Source: an optimization exercise on an open RTL-to-GDS flow (aim: small area and a short achievable clock period). Production flows keep margins and buffers that such runs may drop. RTL that was checked went through simulation tests only; none was proved equivalent to the original. Power and IR drop assume default switching activity.

==> inputs of trial 47 <==
==> flow/design.v (excerpt) <==
module gp_imem (
  input  logic        clk,
  input  logic        rst,
  input  logic [29:0] addr,
  input  logic        stall,
  output logic [31:0] inst,
  output logic        ready,
  input  logic        reload,
  input  logic        wr_en,
  input  logic [29:0] wr_addr,
  input  logic [31:0] wr_data,
  output logic        wr_ack,
  output logic        wr_err,
  output logic        par_err
);
==> module gp_imem, before the edit <==
module gp_imem (
  input  logic        clk,
  input  logic        rst,
  input  logic [29:0] addr,
  input  logic        stall,
  output logic [31:0] inst,
  output logic        ready,
  input  logic        reload,
  input  logic        wr_en,
  input  logic [29:0] wr_addr,
  input  logic [31:0] wr_data,
  output logic        wr_ack,
  output logic        wr_err,
  output logic        par_err
);
  localparam int DEPTH = 64;
  localparam int BOOT_WORDS = gp_imem_pkg::BOOT_WORDS_DEF;
  logic        run_q;           
  logic [5:0]  boot_idx_q;      
  logic [5:0]  ra_q;            
  logic        ra_hi_q;         
  logic [31:0] inst_q;
  logic        wr_ack_q, wr_err_q;
  logic [31:0] mem [DEPTH];
  logic [31:0] boot_word;
  logic        boot_last, wr_accept, wr_hi, wen, run_d, ra_hi_d, rd_en, hit;
  logic [5:0]  waddr, ra_d;
  logic [31:0] wdata, rd, inst_d;
  logic [DEPTH-1:0] we, rsel;
  gp_imem_boot_rom u_boot_rom (
    .idx  (boot_idx_q),
    .word (boot_word)
  );
  assign boot_last = (boot_idx_q == 6'(BOOT_WORDS - 1));
  assign wr_accept = run_q & ~reload & wr_en;
  assign wr_hi     = |wr_addr[29:6];
  assign run_d     = run_q ? ~reload : boot_last;
  assign ra_d      = stall ? ra_q : addr[5:0];
  assign ra_hi_d   = stall ? ra_hi_q : |addr[29:6];
  assign wen   = ~run_q | (wr_accept & ~wr_hi);
  assign waddr = run_q ? wr_addr[5:0] : boot_idx_q;
  assign wdata = run_q ? wr_data : boot_word;
  for (genvar i = 0; i < DEPTH; i++) begin : g_dec
    assign we[i]   = wen && (waddr == 6'(i));
    assign rsel[i] = (ra_d == 6'(i));
  end
  assign rd_en = run_d & ~ra_hi_d;
  assign hit   = wen && (waddr == ra_d);
  always_comb begin
    rd = '0;
    for (int i = 0; i < DEPTH; i++) rd = rd | ({32{rsel[i]}} & mem[i]);
  end
  assign inst_d = rd_en ? (hit ? wdata : rd) : 32'h0;
  always_ff @(posedge clk or negedge rst) begin
    if (!rst) begin
      run_q      <= 1'b0;
      boot_idx_q <= '0;
      ra_q       <= '0;
      ra_hi_q    <= 1'b0;
      inst_q     <= '0;
      wr_ack_q   <= 1'b0;
      wr_err_q   <= 1'b0;
    end else begin
      run_q      <= run_d;
      if (!run_q) boot_idx_q <= boot_last ? 6'd0 : boot_idx_q + 6'd1;
      ra_q       <= ra_d;
      ra_hi_q    <= ra_hi_d;
      inst_q     <= inst_d;
      wr_ack_q   <= wr_accept;
      wr_err_q   <= wr_accept & wr_hi;
    end
  end
  for (genvar i = 0; i < DEPTH; i++) begin : g_word
    always_ff @(posedge clk) begin
      if (we[i]) mem[i] <= wdata;
    end
  end
  assign ready   = run_q;
  assign inst    = inst_q;
  assign par_err = 1'b0;
  assign wr_ack  = wr_ack_q;
  assign wr_err  = wr_err_q;
endmodule
export LEC_CHECK = 0
export CAP_MARGIN = 20
export CORE_MARGIN = 2
export CORE_UTILIZATION = 60
export PLACE_DENSITY = 0.7
export SETUP_SLACK_MARGIN = 3.0
export SLEW_MARGIN = 20
create_clock -name core_clock -period 5.5 [get_ports {clk}]
run.sh (not shown) runs the stock make flow with config.mk's settings and CLKGATE_MAP_FILE= SYNTH_SCRIPT=/design/flow/synth_recipe.tcl, a recipe that flattens the netlist after the stock synthesis.
==> build 93 (differences from trial 47) <==
--- a/flow/design.v
+++ b/flow/design.v
@@ -90,8 +90,8 @@
   logic        wr_ack_q, wr_err_q;
   logic [31:0] mem [DEPTH];
-  logic [31:0] boot_word;
-  logic        boot_last, wr_accept, wr_hi, wen, run_d, ra_hi_d, rd_en, hit;
-  logic [5:0]  waddr, ra_d;
-  logic [31:0] wdata, rd, inst_d;
+  logic [31:0] boot_word, wdata, inst_d;
+  logic        boot_last, wr_accept, wr_hi, host_wen, run_d, ra_hi_d, rd_en;
+  logic        hit, boot_hit, host_hit, kill, take;
+  logic [5:0]  ra_d;
   logic [DEPTH-1:0] we, rsel;
   gp_imem_boot_rom u_boot_rom (
@@ -102,21 +102,36 @@
   assign wr_accept = run_q & ~reload & wr_en;
   assign wr_hi     = |wr_addr[29:6];
+  assign host_wen  = wr_accept & ~wr_hi;
   assign run_d     = run_q ? ~reload : boot_last;
   assign ra_d      = stall ? ra_q : addr[5:0];
   assign ra_hi_d   = stall ? ra_hi_q : |addr[29:6];
-  assign wen   = ~run_q | (wr_accept & ~wr_hi);
-  assign waddr = run_q ? wr_addr[5:0] : boot_idx_q;
   assign wdata = run_q ? wr_data : boot_word;
-  for (genvar i = 0; i < DEPTH; i++) begin : g_dec
-    assign we[i]   = wen && (waddr == 6'(i));
-    assign rsel[i] = (ra_d == 6'(i));
-  end
-  assign rd_en = run_d & ~ra_hi_d;
-  assign hit   = wen && (waddr == ra_d);
-  always_comb begin
-    rd = '0;
-    for (int i = 0; i < DEPTH; i++) rd = rd | ({32{rsel[i]}} & mem[i]);
-  end
-  assign inst_d = rd_en ? (hit ? wdata : rd) : 32'h0;
+  for (genvar i = 0; i < DEPTH; i++) begin : g_we
+    assign we[i] = (~run_q && boot_idx_q == 6'(i)) || (host_wen && wr_addr[5:0] == 6'(i));
+  end
+  assign rd_en    = run_d & ~ra_hi_d;
+  assign boot_hit = ~run_q && (boot_idx_q == ra_d);
+  assign host_hit = host_wen && (wr_addr[5:0] == ra_d);
+  assign hit      = boot_hit | host_hit;
+  assign take     = rd_en & hit;
+  assign kill     = rd_en & ~hit;
+  gp_imem_dec u_rsel (
+    .a   (ra_d),
+    .sel (rsel)
+  );
+  for (genvar b = 0; b < 32; b++) begin : g_rd
+    logic [DEPTH-1:0] col;
+    for (genvar i = 0; i < DEPTH; i++) begin : g_col
+      assign col[i] = mem[i][b];
+    end
+    gp_imem_rdbit u_rdbit (
+      .sel  (rsel),
+      .d    (col),
+      .kill (kill),
+      .take (take),
+      .w    (wdata[b]),
+      .y    (inst_d[b])
+    );
+  end
   always_ff @(posedge clk or negedge rst) begin
     if (!rst) begin
@@ -149,2 +164,91 @@
   assign wr_err  = wr_err_q;
 endmodule
+module gp_imem_dec (
+  input  logic [5:0]  a,
+  output logic [63:0] sel
+);
+  logic [5:0] an;
+  logic [7:0] lo_n, hi_n;
+  assign an = ~a;
+  for (genvar j = 0; j < 8; j++) begin : g_pre
+    gp_imem_nand3 u_lo (
+      .a (j[0] ? a[0] : an[0]), .b (j[1] ? a[1] : an[1]), .c (j[2] ? a[2] : an[2]), .y (lo_n[j])
+    );
+    gp_imem_nand3 u_hi (
+      .a (j[0] ? a[3] : an[3]), .b (j[1] ? a[4] : an[4]), .c (j[2] ? a[5] : an[5]), .y (hi_n[j])
+    );
+  end
+  for (genvar i = 0; i < 64; i++) begin : g_sel
+    gp_imem_nor2 u_sel (.a (lo_n[i % 8]), .b (hi_n[i / 8]), .y (sel[i]));
+  end
+endmodule
+module gp_imem_rdbit (
+  input  logic [63:0] sel,
+  input  logic [63:0] d,
+  input  logic        kill,
+  input  logic        take,
+  input  logic        w,
+  output logic        y
+);
+  logic [23:0] t;    
+  logic [5:0]  u;    
+  logic [1:0]  v;    
+  for (genvar g = 0; g < 21; g++) begin : g_grp
+    gp_imem_aoi222 u_aoi (
+      .a0 (sel[3*g]),   .b0 (d[3*g]),
+      .a1 (sel[3*g+1]), .b1 (d[3*g+1]),
+      .a2 (sel[3*g+2]), .b2 (d[3*g+2]),
+      .y  (t[g])
+    );
+  end
+  gp_imem_nand2 u_last (.a (sel[63]), .b (d[63]), .y (t[21]));
+  assign t[23:22] = 2'b11;
+  for (genvar k = 0; k < 6; k++) begin : g_n4
+    gp_imem_nand4 u_n4 (.a (t[4*k]), .b (t[4*k+1]), .c (t[4*k+2]), .d (t[4*k+3]), .y (u[k]));
+  end
+  gp_imem_nor3 u_v0 (.a (u[0]), .b (u[1]), .c (u[2]), .y (v[0]));
+  gp_imem_nor3 u_v1 (.a (u[3]), .b (u[4]), .c (u[5]), .y (v[1]));
+  gp_imem_rdout u_out (.v0 (v[0]), .v1 (v[1]), .kill (kill), .take (take), .w (w), .y (y));
+endmodule
+module gp_imem_rdout (
+  input  logic v0, v1, kill, take, w,
+  output logic y
+);
+  assign y = (~(v0 & v1) & kill) | (w & take);
+endmodule
+module gp_imem_aoi222 (
+  input  logic a0, b0, a1, b1, a2, b2,
+  output logic y
+);
+  assign y = ~((a0 & b0) | (a1 & b1) | (a2 & b2));
+endmodule
+module gp_imem_nand2 (
+  input  logic a, b,
+  output logic y
+);
+  assign y = ~(a & b);
+endmodule
+module gp_imem_nand3 (
+  input  logic a, b, c,
+  output logic y
+);
+  assign y = ~(a & b & c);
+endmodule
+module gp_imem_nand4 (
+  input  logic a, b, c, d,
+  output logic y
+);
+  assign y = ~(a & b & c & d);
+endmodule
+module gp_imem_nor2 (
+  input  logic a, b,
+  output logic y
+);
+  assign y = ~(a | b);
+endmodule
+module gp_imem_nor3 (
+  input  logic a, b, c,
+  output logic y
+);
+  assign y = ~(a | b | c);
+endmodule
==> flow/flow/run.sh (new file) <==
#!/bin/bash
# Standard layout, with buf_4 as the port buffer instead of the cell buffer_ports picks by itself
# (a delay cell that repair_timing cannot resize out of its footprint).
set -euo pipefail
export BUFFER_PORTS_ARGS="-buffer_cell sky130_fd_sc_hd__buf_4"
bash standard.sh > standard.log 2>&1
==> flow/standard.sh (new file) <==
#!/bin/bash
# synth_recipe.tcl (not shown) runs the flow's synth.tcl, then flattens the netlist and writes it again
# the make line also repeats each setting of config.mk as NAME=value (left out here)
make -C /OpenROAD-flow-scripts/flow DESIGN_CONFIG=/design/flow/config.mk WORK_HOME=/design/flow/orfs CLKGATE_MAP_FILE= SYNTH_SCRIPT=/design/flow/synth_recipe.tcl "${@:-finish}"
--- a/flow/config.mk
+++ b/flow/config.mk
@@ -8,6 +8,8 @@
 export CAP_MARGIN = 20
 export CORE_MARGIN = 2
-export CORE_UTILIZATION = 60
-export PLACE_DENSITY = 0.7
-export SETUP_SLACK_MARGIN = 3.0
+export CORE_UTILIZATION = 40
+export CTS_CLUSTER_DIAMETER = 80
+export CTS_CLUSTER_SIZE = 20
+export SETUP_SLACK_MARGIN = 1.5
 export SLEW_MARGIN = 20
+export SYNTH_HIERARCHICAL = 1
removed: flow/run.sh
==> build 33 (differences from trial 47) <==
--- a/flow/config.mk
+++ b/flow/config.mk
@@ -9,5 +9,7 @@
 export CORE_MARGIN = 2
 export CORE_UTILIZATION = 60
+export CTS_CLUSTER_DIAMETER = 100
+export CTS_CLUSTER_SIZE = 30
 export PLACE_DENSITY = 0.7
-export SETUP_SLACK_MARGIN = 3.0
+export SETUP_SLACK_MARGIN = 1.5
 export SLEW_MARGIN = 20
==> comparison <==
Build 33 finished with timing, DRC and antenna clean. Trial 47 aborted during global routing. Build 93 went through all stages and came out clean. Cell area: build 93 is smaller than build 33 (3.1%). Between build 33 and build 93, the lower register-to-register slack is in build 33 (gap 0.08 ns). In build 33 the cell count is lower than in build 93, by about 1.6%. Of build 33 and build 93, build 93 has the higher fmax (gap 2.1%, measured against build 93). Clock-buffer cell count: build 93 is higher than build 33 (45). Of build 93 and build 33, build 93 has the higher die area (gap 43%, measured against build 33). Against build 33, the via count of build 93 is smaller by about 22%. Between build 93 and build 33, the lower sequential share of layout area is in build 33 (gap 2.3 points). Of build 93 and build 33, build 33 has the higher routed wire length (gap 32%, measured against build 33). Sequential cell count is the same in build 93 and build 33. In build 93 the clock skew is higher than in build 33, by 0.032 ns.
==> figures <==
Run status: build 93 complete, no violations; trial 47 aborted with a tool error; build 33 complete, no violations
Last stage reached: build 93 -; trial 47 global routing; build 33 -
R2r worst-path depth: build 93 10; trial 47 -; build 33 8
Setup violators final: build 93 0; trial 47 -; build 33 0
Die width: build 93 438.2 um; trial 47 366.9 um; build 33 366.9 um
Part of the Yosys area used for sequential elements: build 93 83.15%; trial 47 79.35%; build 33 79.35%
Startpoint of the worst setup timing path: build 93 stall; trial 47 -; build 33 addr[5]
Capturing element of the worst setup path: build 93 inst_q[3]; trial 47 -; build 33 inst_q[2]
Number of non-clock buffers: build 93 374; trial 47 -; build 33 544
Final critical delay including setup and external delays: build 93 4.103 ns; trial 47 -; build 33 4.189 ns
FF-to-FF End: build 93 inst_q[16]; trial 47 -; build 33 inst_q[31]
Fin worst setup slack: build 93 1.397 ns; trial 47 -; build 33 1.311 ns
Top contributor to total power: build 93 registers; trial 47 -; build 33 registers
DP Worst Slack: build 93 0.1813 ns; trial 47 0.5316 ns; build 33 0.3234 ns
Detailed placer's ending HPWL: build 93 144100 um; trial 47 204000 um; build 33 205800 um
Share of total power in combinational logic: build 93 22.1%; trial 47 -; build 33 25.5%
Origin of the critical flop-to-flop path: build 93 boot_idx_q[1]; trial 47 -; build 33 boot_idx_q[3]
Post-route insts no fill: build 93 6794; trial 47 -; build 33 6683
Total via count in the routed design: build 93 44.19k; trial 47 -; build 33 56.50k
Flip-flop count of the largest register after layout: build 93 2048; trial 47 -; build 33 2048
DRC errors left: build 93 0; trial 47 -; build 33 0
Multi-input gate count: build 93 1620; trial 47 -; build 33 2113
Avg Inst Size Synth: build 93 20.09 um2; trial 47 17.42 um2; build 33 17.42 um2
Number of maximum-capacitance violations: build 93 0; trial 47 -; build 33 0
No run of this note included a check of the RTL's function; only the layout flow was run.

==> run a <==
==> flow/design.v <==
package gp_imem_pkg;
  localparam int          BOOT_WORDS_DEF = 42;
  localparam logic [31:0] NOP_WORD_DEF   = 32'h0000_0000;
  localparam logic [BOOT_WORDS_DEF*32-1:0] BOOT_TABLE = {
    32'h00000000,
    32'h00000000,
    32'h00000000,
    32'h00000000,
    32'h00000000,
    32'h1000ffff,
    32'hac020000,
    32'h00431020,
    32'h24030002,
    32'h24020001,
    32'h00000000,
    32'h0bf00000,
    32'h00000000,
    32'h02000008,
    32'h26100300,
    32'h3c100000,
    32'h00000000,
    32'h11e0fffc,
    32'h31ef0001,
    32'h8d8f0004,
    32'h00000000,
    32'h15aefffe,
    32'h25ad0001,
    32'h240e0040,
    32'h240d0000,
    32'had8c0000,
    32'h358c0001,
    32'h3c0c2000,
    32'h00000000,
    32'h1540fffa,
    32'h254affff,
    32'h25290004,
    32'h25080004,
    32'had2b0000,
    32'h8d0b0000,
    32'h240a0010,
    32'h25290200,
    32'h3c090000,
    32'h25080100,
    32'h3c080000,
    32'h37bd0ff0,
    32'h3c1d1000
  };
  typedef enum logic {
    BOOT = 1'b0,
    RUN  = 1'b1
  } gp_state_e;
endpackage
module gp_imem_boot_rom #(
  parameter int                DATA_W     = 32,
  parameter int                IDX_W      = 6,
  parameter int                BOOT_WORDS = gp_imem_pkg::BOOT_WORDS_DEF,
  parameter logic [DATA_W-1:0] NOP_WORD   = DATA_W'(gp_imem_pkg::NOP_WORD_DEF)
) (
  input  logic [IDX_W-1:0]  idx,
  output logic [DATA_W-1:0] word
);
  always_comb begin
    word = NOP_WORD;
    if ((32'(idx) < BOOT_WORDS) && (32'(idx) < gp_imem_pkg::BOOT_WORDS_DEF))
      word = DATA_W'(gp_imem_pkg::BOOT_TABLE[32*idx +: 32]);
  end
endmodule
module gp_imem (
  input  logic        clk,
  input  logic        rst,
  input  logic [29:0] addr,
  input  logic        stall,
  output logic [31:0] inst,
  output logic        ready,
  input  logic        reload,
  input  logic        wr_en,
  input  logic [29:0] wr_addr,
  input  logic [31:0] wr_data,
  output logic        wr_ack,
  output logic        wr_err,
  output logic        par_err
);
  localparam int DEPTH = 64;
  localparam int BOOT_WORDS = gp_imem_pkg::BOOT_WORDS_DEF;
  logic        run_q;           
  logic [5:0]  boot_idx_q;      
  logic [5:0]  ra_q;            
  logic        ra_hi_q;         
  logic [31:0] inst_q;
  logic        wr_ack_q, wr_err_q;
  logic [31:0] mem [DEPTH];
  logic [31:0] mem_d [DEPTH];
  logic [31:0] boot_word, wdata, inst_d;
  logic        boot_last, wr_accept, wr_hi, host_wen, run_d, ra_hi_d, rd_en;
  logic        hit, boot_hit, host_hit, kill, take;
  logic [5:0]  ra_d;
  logic [DEPTH-1:0] we, keep, rsel_a, rsel_b;
  gp_imem_boot_rom u_boot_rom (
    .idx  (boot_idx_q),
    .word (boot_word)
  );
  assign boot_last = (boot_idx_q == 6'(BOOT_WORDS - 1));
  assign wr_accept = run_q & ~reload & wr_en;
  assign wr_hi     = |wr_addr[29:6];
  assign host_wen  = wr_accept & ~wr_hi;
  assign run_d     = run_q ? ~reload : boot_last;
  assign ra_d      = stall ? ra_q : addr[5:0];
  assign ra_hi_d   = stall ? ra_hi_q : |addr[29:6];
  assign wdata = run_q ? wr_data : boot_word;
  gp_imem_wdec u_wdec (
    .boot_idx (boot_idx_q),
    .boot     (~run_q),
    .host_idx (wr_addr[5:0]),
    .host     (host_wen),
    .we       (we),
    .keep     (keep)
  );
  for (genvar i = 0; i < DEPTH; i++) begin : g_word
    for (genvar b = 0; b < 32; b++) begin : g_bit
      gp_imem_ao22 u_cell (
        .a1 (mem[i][b]), .a2 (keep[i]), .b1 (wdata[b]), .b2 (we[i]), .y (mem_d[i][b])
      );
    end
    always_ff @(posedge clk) mem[i] <= mem_d[i];
  end
  assign rd_en    = run_d & ~ra_hi_d;
  assign boot_hit = ~run_q && (boot_idx_q == ra_d);
  assign host_hit = host_wen && (wr_addr[5:0] == ra_d);
  assign hit      = boot_hit | host_hit;
  assign take     = rd_en & hit;
  assign kill     = rd_en & ~hit;
  gp_imem_rdec u_rdec_a (.addr (addr[5:0]), .held (ra_q), .stall (stall), .sel (rsel_a));
  gp_imem_rdec u_rdec_b (.addr (addr[5:0]), .held (ra_q), .stall (stall), .sel (rsel_b));
  for (genvar b = 0; b < 32; b++) begin : g_rd
    logic [DEPTH-1:0] col;
    for (genvar i = 0; i < DEPTH; i++) begin : g_col
      assign col[i] = mem[i][b];
    end
    gp_imem_rdbit u_rdbit (
      .sel  (b < 16 ? rsel_a : rsel_b),
      .d    (col),
      .kill (kill),
      .take (take),
      .w    (wdata[b]),
      .y    (inst_d[b])
    );
  end
  always_ff @(posedge clk or negedge rst) begin
    if (!rst) begin
      run_q      <= 1'b0;
      boot_idx_q <= '0;
      ra_q       <= '0;
      ra_hi_q    <= 1'b0;
      inst_q     <= '0;
      wr_ack_q   <= 1'b0;
      wr_err_q   <= 1'b0;
    end else begin
      run_q      <= run_d;
      if (!run_q) boot_idx_q <= boot_last ? 6'd0 : boot_idx_q + 6'd1;
      ra_q       <= ra_d;
      ra_hi_q    <= ra_hi_d;
      inst_q     <= inst_d;
      wr_ack_q   <= wr_accept;
      wr_err_q   <= wr_accept & wr_hi;
    end
  end
  assign ready   = run_q;
  assign inst    = inst_q;
  assign par_err = 1'b0;
  assign wr_ack  = wr_ack_q;
  assign wr_err  = wr_err_q;
endmodule
module gp_imem_wdec (
  input  logic [5:0]  boot_idx,
  input  logic        boot,
  input  logic [5:0]  host_idx,
  input  logic        host,
  output logic [63:0] we,
  output logic [63:0] keep
);
  logic [5:0] bn, hn;
  logic [7:0] blo, bhi, hlo, hhi;
  assign bn = ~boot_idx;
  assign hn = ~host_idx;
  for (genvar j = 0; j < 8; j++) begin : g_pre
    gp_imem_and3 u_blo (
      .a (j[0] ? boot_idx[0] : bn[0]), .b (j[1] ? boot_idx[1] : bn[1]),
      .c (j[2] ? boot_idx[2] : bn[2]), .y (blo[j])
    );
    gp_imem_and4 u_bhi (
      .a (j[0] ? boot_idx[3] : bn[3]), .b (j[1] ? boot_idx[4] : bn[4]),
      .c (j[2] ? boot_idx[5] : bn[5]), .d (boot), .y (bhi[j])
    );
    gp_imem_and3 u_hlo (
      .a (j[0] ? host_idx[0] : hn[0]), .b (j[1] ? host_idx[1] : hn[1]),
      .c (j[2] ? host_idx[2] : hn[2]), .y (hlo[j])
    );
    gp_imem_and4 u_hhi (
      .a (j[0] ? host_idx[3] : hn[3]), .b (j[1] ? host_idx[4] : hn[4]),
      .c (j[2] ? host_idx[5] : hn[5]), .d (host), .y (hhi[j])
    );
  end
  for (genvar i = 0; i < 64; i++) begin : g_w
    gp_imem_ao22 u_we (
      .a1 (blo[i % 8]), .a2 (bhi[i / 8]), .b1 (hlo[i % 8]), .b2 (hhi[i / 8]), .y (we[i])
    );
    gp_imem_aoi22 u_keep (
      .a1 (blo[i % 8]), .a2 (bhi[i / 8]), .b1 (hlo[i % 8]), .b2 (hhi[i / 8]), .y (keep[i])
    );
  end
endmodule
module gp_imem_rdec (
  input  logic [5:0]  addr,
  input  logic [5:0]  held,
  input  logic        stall,
  output logic [63:0] sel
);
  logic [5:0] at, an;
  logic [7:0] lo_n, hi_n;
  for (genvar k = 0; k < 6; k++) begin : g_bit
    gp_imem_mux2  u_t (.a (addr[k]), .b (held[k]), .s (stall), .y (at[k]));
    gp_imem_mux2i u_n (.a (addr[k]), .b (held[k]), .s (stall), .y (an[k]));
  end
  for (genvar j = 0; j < 8; j++) begin : g_pre
    gp_imem_nand3 u_lo (
      .a (j[0] ? at[0] : an[0]), .b (j[1] ? at[1] : an[1]), .c (j[2] ? at[2] : an[2]), .y (lo_n[j])
    );
    gp_imem_nand3 u_hi (
      .a (j[0] ? at[3] : an[3]), .b (j[1] ? at[4] : an[4]), .c (j[2] ? at[5] : an[5]), .y (hi_n[j])
    );
  end
  for (genvar i = 0; i < 64; i++) begin : g_sel
    gp_imem_nor2 u_sel (.a (lo_n[i % 8]), .b (hi_n[i / 8]), .y (sel[i]));
  end
endmodule
module gp_imem_rdbit (
  input  logic [63:0] sel,
  input  logic [63:0] d,
  input  logic        kill,
  input  logic        take,
  input  logic        w,
  output logic        y
);
  logic [21:0] t;    
  logic [5:0]  u;    
  logic [1:0]  v;    
  for (genvar g = 0; g < 21; g++) begin : g_grp
    gp_imem_aoi222 u_aoi (
      .a0 (sel[3*g]),   .b0 (d[3*g]),
      .a1 (sel[3*g+1]), .b1 (d[3*g+1]),
      .a2 (sel[3*g+2]), .b2 (d[3*g+2]),
      .y  (t[g])
    );
  end
  gp_imem_nand2 u_last (.a (sel[63]), .b (d[63]), .y (t[21]));
  for (genvar k = 0; k < 5; k++) begin : g_n4
    gp_imem_nand4 u_n4 (.a (t[4*k]), .b (t[4*k+1]), .c (t[4*k+2]), .d (t[4*k+3]), .y (u[k]));
  end
  gp_imem_nand2 u_n2 (.a (t[20]), .b (t[21]), .y (u[5]));
  gp_imem_nor3 u_v0 (.a (u[0]), .b (u[1]), .c (u[2]), .y (v[0]));
  gp_imem_nor3 u_v1 (.a (u[3]), .b (u[4]), .c (u[5]), .y (v[1]));
  gp_imem_rdout u_out (.v0 (v[0]), .v1 (v[1]), .kill (kill), .take (take), .w (w), .y (y));
endmodule
module gp_imem_rdout (
  input  logic v0, v1, kill, take, w,
  output logic y
);
  assign y = (~(v0 & v1) & kill) | (w & take);
endmodule
module gp_imem_aoi222 (
  input  logic a0, b0, a1, b1, a2, b2,
  output logic y
);
  assign y = ~((a0 & b0) | (a1 & b1) | (a2 & b2));
endmodule
module gp_imem_ao22 (
  input  logic a1, a2, b1, b2,
  output logic y
);
  assign y = (a1 & a2) | (b1 & b2);
endmodule
module gp_imem_aoi22 (
  input  logic a1, a2, b1, b2,
  output logic y
);
  assign y = ~((a1 & a2) | (b1 & b2));
endmodule
module gp_imem_mux2 (
  input  logic a, b, s,
  output logic y
);
  assign y = s ? b : a;
endmodule
module gp_imem_mux2i (
  input  logic a, b, s,
  output logic y
);
  assign y = ~(s ? b : a);
endmodule
module gp_imem_and3 (
  input  logic a, b, c,
  output logic y
);
  assign y = a & b & c;
endmodule
module gp_imem_and4 (
  input  logic a, b, c, d,
  output logic y
);
  assign y = a & b & c & d;
endmodule
module gp_imem_nand2 (
  input  logic a, b,
  output logic y
);
  assign y = ~(a & b);
endmodule
module gp_imem_nand3 (
  input  logic a, b, c,
  output logic y
);
  assign y = ~(a & b & c);
endmodule
module gp_imem_nand4 (
  input  logic a, b, c, d,
  output logic y
);
  assign y = ~(a & b & c & d);
endmodule
module gp_imem_nor2 (
  input  logic a, b,
  output logic y
);
  assign y = ~(a | b);
endmodule
module gp_imem_nor3 (
  input  logic a, b, c,
  output logic y
);
  assign y = ~(a | b | c);
endmodule
==> flow/flow/run.sh <==
#!/bin/bash
# Standard layout, with buf_4 as the port buffer instead of the cell buffer_ports picks by itself
# (a delay cell that repair_timing cannot resize out of its footprint).
set -euo pipefail
export BUFFER_PORTS_ARGS="-buffer_cell sky130_fd_sc_hd__buf_4"
bash standard.sh > standard.log 2>&1
==> flow/standard.sh <==
#!/bin/bash
# synth_recipe.tcl (not shown) runs the flow's synth.tcl, then flattens the netlist and writes it again
# the make line also repeats each setting of config.mk as NAME=value (left out here)
make -C /OpenROAD-flow-scripts/flow DESIGN_CONFIG=/design/flow/config.mk WORK_HOME=/design/flow/orfs CLKGATE_MAP_FILE= SYNTH_SCRIPT=/design/flow/synth_recipe.tcl "${@:-finish}"
==> flow/config.mk <==
export PLATFORM = sky130hd
export DESIGN_NAME = gp_imem
export DESIGN_NICKNAME = gp_imem
export VERILOG_FILES = /design/flow/design.v
export SDC_FILE = /design/flow/constraint.sdc
export NUM_CORES = 4
export LEC_CHECK = 0
export CAP_MARGIN = 20
export CORE_MARGIN = 2
export CORE_UTILIZATION = 45
export CTS_CLUSTER_DIAMETER = 80
export CTS_CLUSTER_SIZE = 20
export SETUP_SLACK_MARGIN = 2.5
export SLEW_MARGIN = 20
export SYNTH_HIERARCHICAL = 1
==> flow/constraint.sdc <==
create_clock -name core_clock -period 5.5 [get_ports {clk}]
set_input_delay 1.1000 -clock core_clock [delete_from_list [all_inputs] [get_ports {clk}]]
set_output_delay 1.1000 -clock core_clock [all_outputs]
set_load 0.01 [all_outputs]
==> run b: changes against run a <==
==> flow/design.v, changed modules only <==
module gp_imem (
  input  logic        clk,
  input  logic        rst,
  input  logic [29:0] addr,
  input  logic        stall,
  output logic [31:0] inst,
  output logic        ready,
  input  logic        reload,
  input  logic        wr_en,
  input  logic [29:0] wr_addr,
  input  logic [31:0] wr_data,
  output logic        wr_ack,
  output logic        wr_err,
  output logic        par_err
);
  localparam int DEPTH = 64;
  localparam int BOOT_WORDS = gp_imem_pkg::BOOT_WORDS_DEF;
  logic        run_q;           
  logic        boot_q;          
  logic [31:0] boot_word_q;     
  logic [5:0]  boot_idx_q;      
  logic [5:0]  ra_q;            
  logic        ra_hi_q;         
  logic [31:0] inst_a_qn, inst_b_qn;  
  logic        wr_ack_q, wr_err_q;
  logic [31:0] mem [DEPTH];
  logic [31:0] mem_d [DEPTH];
  logic [31:0] boot_word, wdata, inst_a_dn, inst_b_dn;
  logic        boot_last, wr_accept, wr_hi, host_wen, run_d, ra_hi_d, rd_en;
  logic        hit, boot_hit, host_hit, kill, take;
  logic [5:0]  ra_d, boot_idx_d;
  logic [DEPTH-1:0] we, keep, rsel_a, rsel_b;
  gp_imem_boot_rom u_boot_rom (
    .idx  (boot_idx_d),
    .word (boot_word)
  );
  assign boot_last = (boot_idx_q == 6'(BOOT_WORDS - 1));
  assign wr_accept = run_q & ~reload & wr_en;
  assign wr_hi     = |wr_addr[29:6];
  assign host_wen  = wr_accept & ~wr_hi;
  assign run_d     = run_q ? ~reload : boot_last;
  assign boot_idx_d = (boot_q && !boot_last) ? boot_idx_q + 6'd1 : 6'd0;
  assign ra_d      = stall ? ra_q : addr[5:0];
  assign ra_hi_d   = stall ? ra_hi_q : |addr[29:6];
  assign wdata = boot_q ? boot_word_q : wr_data;
  gp_imem_wdec u_wdec (
    .boot_idx (boot_idx_q),
    .boot     (boot_q),
    .host_idx (wr_addr[5:0]),
    .host     (host_wen),
    .we       (we),
    .keep     (keep)
  );
  for (genvar i = 0; i < DEPTH; i++) begin : g_word
    for (genvar b = 0; b < 32; b++) begin : g_bit
      gp_imem_ao22 u_cell (
        .a1 (mem[i][b]), .a2 (keep[i]), .b1 (wdata[b]), .b2 (we[i]), .y (mem_d[i][b])
      );
    end
    always_ff @(posedge clk) mem[i] <= mem_d[i];
  end
  assign rd_en    = run_d & ~ra_hi_d;
  assign boot_hit = boot_q && (boot_idx_q == ra_d);
  assign host_hit = host_wen && (wr_addr[5:0] == ra_d);
  assign hit      = boot_hit | host_hit;
  assign take     = rd_en & hit;
  assign kill     = rd_en & ~hit;
  gp_imem_rdec u_rdec_a (.addr (addr[5:0]), .held (ra_q), .stall (stall), .sel (rsel_a));
  gp_imem_rdec u_rdec_b (.addr (addr[5:0]), .held (ra_q), .stall (stall), .sel (rsel_b));
  for (genvar b = 0; b < 32; b++) begin : g_rd
    logic [DEPTH-1:0] col;
    for (genvar i = 0; i < DEPTH; i++) begin : g_col
      assign col[i] = mem[i][b];
    end
    gp_imem_rdhalf u_rd_a (
      .sel  (b < 16 ? rsel_a[31:0] : rsel_b[31:0]),
      .d    (col[31:0]),
      .kill (kill),
      .take (take),
      .w    (wdata[b]),
      .yn   (inst_a_dn[b])
    );
    gp_imem_rdhalf_nb u_rd_b (
      .sel  (b < 16 ? rsel_a[63:32] : rsel_b[63:32]),
      .d    (col[63:32]),
      .kill (kill),
      .yn   (inst_b_dn[b])
    );
  end
  always_ff @(posedge clk or negedge rst) begin
    if (!rst) begin
      run_q      <= 1'b0;
      boot_q     <= 1'b1;
      boot_word_q <= gp_imem_pkg::BOOT_TABLE[31:0];
      boot_idx_q <= '0;
      ra_q       <= '0;
      ra_hi_q    <= 1'b0;
      inst_a_qn  <= '1;
      inst_b_qn  <= '1;
      wr_ack_q   <= 1'b0;
      wr_err_q   <= 1'b0;
    end else begin
      run_q      <= run_d;
      boot_q     <= ~run_d;
      boot_word_q <= boot_word;
      boot_idx_q <= boot_idx_d;
      ra_q       <= ra_d;
      ra_hi_q    <= ra_hi_d;
      inst_a_qn  <= inst_a_dn;
      inst_b_qn  <= inst_b_dn;
      wr_ack_q   <= wr_accept;
      wr_err_q   <= wr_accept & wr_hi;
    end
  end
  assign ready   = run_q;
  assign inst    = ~(inst_a_qn & inst_b_qn);
  assign par_err = 1'b0;
  assign wr_ack  = wr_ack_q;
  assign wr_err  = wr_err_q;
endmodule
module gp_imem_rdhalf (
  input  logic [31:0] sel,
  input  logic [31:0] d,
  input  logic        kill,
  input  logic        take,
  input  logic        w,
  output logic        yn
);
  logic [10:0] t;    
  logic [2:0]  u;    
  for (genvar g = 0; g < 10; g++) begin : g_grp
    gp_imem_aoi222 u_aoi (
      .a0 (sel[3*g]),   .b0 (d[3*g]),
      .a1 (sel[3*g+1]), .b1 (d[3*g+1]),
      .a2 (sel[3*g+2]), .b2 (d[3*g+2]),
      .y  (t[g])
    );
  end
  gp_imem_aoi22 u_last (.a1 (sel[30]), .a2 (d[30]), .b1 (sel[31]), .b2 (d[31]), .y (t[10]));
  gp_imem_nand4 u_n0 (.a (t[0]), .b (t[1]), .c (t[2]), .d (t[3]), .y (u[0]));
  gp_imem_nand4 u_n1 (.a (t[4]), .b (t[5]), .c (t[6]), .d (t[7]), .y (u[1]));
  gp_imem_nand3 u_n2 (.a (t[8]), .b (t[9]), .c (t[10]), .y (u[2]));
  gp_imem_rdout u_out (.u (u), .kill (kill), .take (take), .w (w), .yn (yn));
endmodule
module gp_imem_rdhalf_nb (
  input  logic [31:0] sel,
  input  logic [31:0] d,
  input  logic        kill,
  output logic        yn
);
  logic [10:0] t;    
  logic [2:0]  u;    
  for (genvar g = 0; g < 10; g++) begin : g_grp
    gp_imem_aoi222 u_aoi (
      .a0 (sel[3*g]),   .b0 (d[3*g]),
      .a1 (sel[3*g+1]), .b1 (d[3*g+1]),
      .a2 (sel[3*g+2]), .b2 (d[3*g+2]),
      .y  (t[g])
    );
  end
  gp_imem_aoi22 u_last (.a1 (sel[30]), .a2 (d[30]), .b1 (sel[31]), .b2 (d[31]), .y (t[10]));
  gp_imem_nand4 u_n0 (.a (t[0]), .b (t[1]), .c (t[2]), .d (t[3]), .y (u[0]));
  gp_imem_nand4 u_n1 (.a (t[4]), .b (t[5]), .c (t[6]), .d (t[7]), .y (u[1]));
  gp_imem_nand3 u_n2 (.a (t[8]), .b (t[9]), .c (t[10]), .y (u[2]));
  gp_imem_rdout_k u_out (.u (u), .kill (kill), .yn (yn));
endmodule
module gp_imem_rdout (
  input  logic [2:0] u,
  input  logic       kill, take, w,
  output logic       yn
);
  assign yn = ~((|u & kill) | (w & take));
endmodule
module gp_imem_rdout_k (
  input  logic [2:0] u,
  input  logic       kill,
  output logic       yn
);
  assign yn = ~(|u & kill);
endmodule
// module gp_imem_rdbit removed
CORE_UTILIZATION = 52   (was 45)
PLACE_DENSITY = 0.65   (was default)
SLEW_MARGIN = 65   (was 20)
==> run c: changes against run a <==
==> flow/design.v, changed modules only <==
module gp_imem (
  input  logic        clk,
  input  logic        rst,
  input  logic [29:0] addr,
  input  logic        stall,
  output logic [31:0] inst,
  output logic        ready,
  input  logic        reload,
  input  logic        wr_en,
  input  logic [29:0] wr_addr,
  input  logic [31:0] wr_data,
  output logic        wr_ack,
  output logic        wr_err,
  output logic        par_err
);
  localparam int DEPTH = 64;
  localparam int BOOT_WORDS = gp_imem_pkg::BOOT_WORDS_DEF;
  logic        run_q;           
  logic        boot_q;          
  logic [31:0] boot_word_q;     
  logic [5:0]  boot_idx_q;      
  logic [5:0]  ra_q;            
  logic        ra_hi_q;         
  logic [31:0] inst_a_qn, inst_b_qn;  
  logic        wr_ack_q, wr_err_q;
  logic [31:0] mem [DEPTH];
  logic [31:0] mem_d [DEPTH];
  logic [31:0] boot_word, wdata, inst_a_dn, inst_b_dn;
  logic        boot_last, wr_accept, wr_hi, host_wen, run_d, ra_hi_d, rd_en;
  logic        hit, boot_hit, host_hit, kill, take;
  logic [5:0]  ra_d, boot_idx_d;
  logic [DEPTH-1:0] we, keep, rsel_a, rsel_b;
  gp_imem_boot_rom u_boot_rom (
    .idx  (boot_idx_d),
    .word (boot_word)
  );
  assign boot_last = (boot_idx_q == 6'(BOOT_WORDS - 1));
  assign wr_accept = run_q & ~reload & wr_en;
  assign wr_hi     = |wr_addr[29:6];
  assign host_wen  = wr_accept & ~wr_hi;
  assign run_d     = run_q ? ~reload : boot_last;
  assign boot_idx_d = (boot_q && !boot_last) ? boot_idx_q + 6'd1 : 6'd0;
  assign ra_d      = stall ? ra_q : addr[5:0];
  assign ra_hi_d   = stall ? ra_hi_q : |addr[29:6];
  assign wdata = boot_q ? boot_word_q : wr_data;
  gp_imem_wdec u_wdec (
    .boot_idx (boot_idx_q),
    .boot     (boot_q),
    .host_idx (wr_addr[5:0]),
    .host     (host_wen),
    .we       (we),
    .keep     (keep)
  );
  for (genvar i = 0; i < DEPTH; i++) begin : g_word
    for (genvar b = 0; b < 32; b++) begin : g_bit
      gp_imem_ao22 u_cell (
        .a1 (mem[i][b]), .a2 (keep[i]), .b1 (wdata[b]), .b2 (we[i]), .y (mem_d[i][b])
      );
    end
    always_ff @(posedge clk) mem[i] <= mem_d[i];
  end
  assign rd_en    = run_d & ~ra_hi_d;
  assign boot_hit = boot_q && (boot_idx_q == ra_d);
  assign host_hit = host_wen && (wr_addr[5:0] == ra_d);
  assign hit      = boot_hit | host_hit;
  assign take     = rd_en & hit;
  assign kill     = rd_en & ~hit;
  gp_imem_rdec u_rdec_a (.addr (addr[5:0]), .held (ra_q), .stall (stall), .sel (rsel_a));
  gp_imem_rdec u_rdec_b (.addr (addr[5:0]), .held (ra_q), .stall (stall), .sel (rsel_b));
  for (genvar b = 0; b < 32; b++) begin : g_rd
    logic [DEPTH-1:0] col;
    for (genvar i = 0; i < DEPTH; i++) begin : g_col
      assign col[i] = mem[i][b];
    end
    gp_imem_rdhalf u_rd_a (
      .sel  (b < 16 ? rsel_a[31:0] : rsel_b[31:0]),
      .d    (col[31:0]),
      .kill (kill),
      .take (take),
      .w    (wdata[b]),
      .yn   (inst_a_dn[b])
    );
    gp_imem_rdhalf_nb u_rd_b (
      .sel  (b < 16 ? rsel_a[63:32] : rsel_b[63:32]),
      .d    (col[63:32]),
      .kill (kill),
      .yn   (inst_b_dn[b])
    );
  end
  always_ff @(posedge clk or negedge rst) begin
    if (!rst) begin
      run_q      <= 1'b0;
      boot_q     <= 1'b1;
      boot_word_q <= gp_imem_pkg::BOOT_TABLE[31:0];
      boot_idx_q <= '0;
      ra_q       <= '0;
      ra_hi_q    <= 1'b0;
      inst_a_qn  <= '1;
      inst_b_qn  <= '1;
      wr_ack_q   <= 1'b0;
      wr_err_q   <= 1'b0;
    end else begin
      run_q      <= run_d;
      boot_q     <= ~run_d;
      boot_word_q <= boot_word;
      boot_idx_q <= boot_idx_d;
      ra_q       <= ra_d;
      ra_hi_q    <= ra_hi_d;
      inst_a_qn  <= inst_a_dn;
      inst_b_qn  <= inst_b_dn;
      wr_ack_q   <= wr_accept;
      wr_err_q   <= wr_accept & wr_hi;
    end
  end
  assign ready   = run_q;
  assign inst    = ~(inst_a_qn & inst_b_qn);
  assign par_err = 1'b0;
  assign wr_ack  = wr_ack_q;
  assign wr_err  = wr_err_q;
endmodule
module gp_imem_rdhalf (
  input  logic [31:0] sel,
  input  logic [31:0] d,
  input  logic        kill,
  input  logic        take,
  input  logic        w,
  output logic        yn
);
  logic [10:0] t;    
  logic [2:0]  u;    
  for (genvar g = 0; g < 10; g++) begin : g_grp
    gp_imem_aoi222 u_aoi (
      .a0 (sel[3*g]),   .b0 (d[3*g]),
      .a1 (sel[3*g+1]), .b1 (d[3*g+1]),
      .a2 (sel[3*g+2]), .b2 (d[3*g+2]),
      .y  (t[g])
    );
  end
  gp_imem_aoi22 u_last (.a1 (sel[30]), .a2 (d[30]), .b1 (sel[31]), .b2 (d[31]), .y (t[10]));
  gp_imem_nand4 u_n0 (.a (t[0]), .b (t[1]), .c (t[2]), .d (t[3]), .y (u[0]));
  gp_imem_nand4 u_n1 (.a (t[4]), .b (t[5]), .c (t[6]), .d (t[7]), .y (u[1]));
  gp_imem_nand3 u_n2 (.a (t[8]), .b (t[9]), .c (t[10]), .y (u[2]));
  gp_imem_rdout u_out (.u (u), .kill (kill), .take (take), .w (w), .yn (yn));
endmodule
module gp_imem_rdhalf_nb (
  input  logic [31:0] sel,
  input  logic [31:0] d,
  input  logic        kill,
  output logic        yn
);
  logic [10:0] t;    
  logic [2:0]  u;    
  for (genvar g = 0; g < 10; g++) begin : g_grp
    gp_imem_aoi222 u_aoi (
      .a0 (sel[3*g]),   .b0 (d[3*g]),
      .a1 (sel[3*g+1]), .b1 (d[3*g+1]),
      .a2 (sel[3*g+2]), .b2 (d[3*g+2]),
      .y  (t[g])
    );
  end
  gp_imem_aoi22 u_last (.a1 (sel[30]), .a2 (d[30]), .b1 (sel[31]), .b2 (d[31]), .y (t[10]));
  gp_imem_nand4 u_n0 (.a (t[0]), .b (t[1]), .c (t[2]), .d (t[3]), .y (u[0]));
  gp_imem_nand4 u_n1 (.a (t[4]), .b (t[5]), .c (t[6]), .d (t[7]), .y (u[1]));
  gp_imem_nand3 u_n2 (.a (t[8]), .b (t[9]), .c (t[10]), .y (u[2]));
  gp_imem_rdout_k u_out (.u (u), .kill (kill), .yn (yn));
endmodule
module gp_imem_rdout (
  input  logic [2:0] u,
  input  logic       kill, take, w,
  output logic       yn
);
  assign yn = ~((|u & kill) | (w & take));
endmodule
module gp_imem_rdout_k (
  input  logic [2:0] u,
  input  logic       kill,
  output logic       yn
);
  assign yn = ~(|u & kill);
endmodule
// module gp_imem_rdbit removed
CTS_BUF_LIST = sky130_fd_sc_hd__clkbuf_8   (was default)
CTS_CLUSTER_DIAMETER = 60   (was 80)
CTS_CLUSTER_SIZE = 15   (was 20)
SLEW_MARGIN = 55   (was 20)
==> run summary <==
                                                                            run b                    run a                    run c
Status                                                    complete, no violations  complete, no violations  complete, no violations
Met3 routed WL                                                           40200 um                 50000 um                 29700 um
Total global routing track utilization                                      39.7%                    36.7%                    34.0%
Maximum level of the CTS H-tree                                                 4                        3                        4
Final RePlAce weighted congestion                                           0.955                    0.938                    0.907
Insertion delay to the later sink of the worst-skew pair                  0.81 ns                  0.81 ns                  1.00 ns
Total leakage power                                                       33.7 nW                  33.8 nW                  32.7 nW
Number of vias per cell after detailed routing                               7.68                     7.59                     7.30
Effective utilization at floorplan                                          52.3%                    45.3%                    45.4%
Worst stage delay on the critical path                                    0.57 ns                  0.72 ns                  0.71 ns
Adder-cell share of the synthesized area                                   0.179%                   0.185%                   0.179%
Worst Slack Setup Final                                                   2.35 ns                  1.82 ns                  2.35 ns
Total wire length                                                       308000 um                337000 um                308000 um
Layout overhead on the synthesized area                                     17.0%                    19.4%                    14.2%
Arrival time of the worst setup path                                      3.88 ns                  4.36 ns                  4.05 ns
Power share of the sequential group                                         49.8%                    48.9%                    52.0%
Half-perimeter wire length after detailed placement                     195000 um                187000 um                183000 um
Hold WS                                                                 0.0782 ns                 0.395 ns                0.0581 ns
Count of placed standard cells including taps                                8283                     8388                     8438
Least-Margin Pin Slew                                                    0.658 ns                  1.34 ns                 0.746 ns

-- re-timing with driven ports --
The flow's constraints put no driver on any port. The routed layouts listed below were extracted and timed again, unchanged, in two steps.
Step 1 (the two cells are an assumption about what drives the block):
set clk [get_ports {clk}]
set_driving_cell -lib_cell sky130_fd_sc_hd__clkbuf_16 $clk
set_driving_cell -lib_cell sky130_fd_sc_hd__buf_2 [delete_from_list [all_inputs] $clk]
Step 2, shift: input delay + t, output delay - t, t = (earliest + latest rising clock arrival at the registers) / 2. This alone moves slack from input paths to output paths.
Slacks: no drivers / after step 1 / after step 2; pairs: no drivers / after step 1.
| run | t (ns) | setup WS [ns] | worst setup path at the end | worst register clock-pin slew, ns | worst slew at a driven data input, ns |
|---|---|---|---|---|---|
| build 93 | 0.863 | 1.397 / 1.459 / 0.597 | input to register | 0.09 / 0.09 | 0.09 |
| build 33 | 0.824 | 1.311 / 1.370 / 0.546 | input to register | 0.12 / 0.12 | 0.06 |
| run a | 0.865 | 1.816 / 1.599 / 0.734 | input to register | 0.09 / 0.09 | 0.38 |
| run b | 0.867 | 2.353 / 2.131 / 1.264 | input to register | 0.09 / 0.09 | 0.34 |
| run c | 1.057 | 2.352 / 2.275 / 1.218 | input to register | 0.11 / 0.11 | 0.27 |
After both steps setup and hold are still met in every run listed. For run c, which loses most, drivers alone change the setup slack by -0.077 ns; drivers and shift together by -1.134 ns.
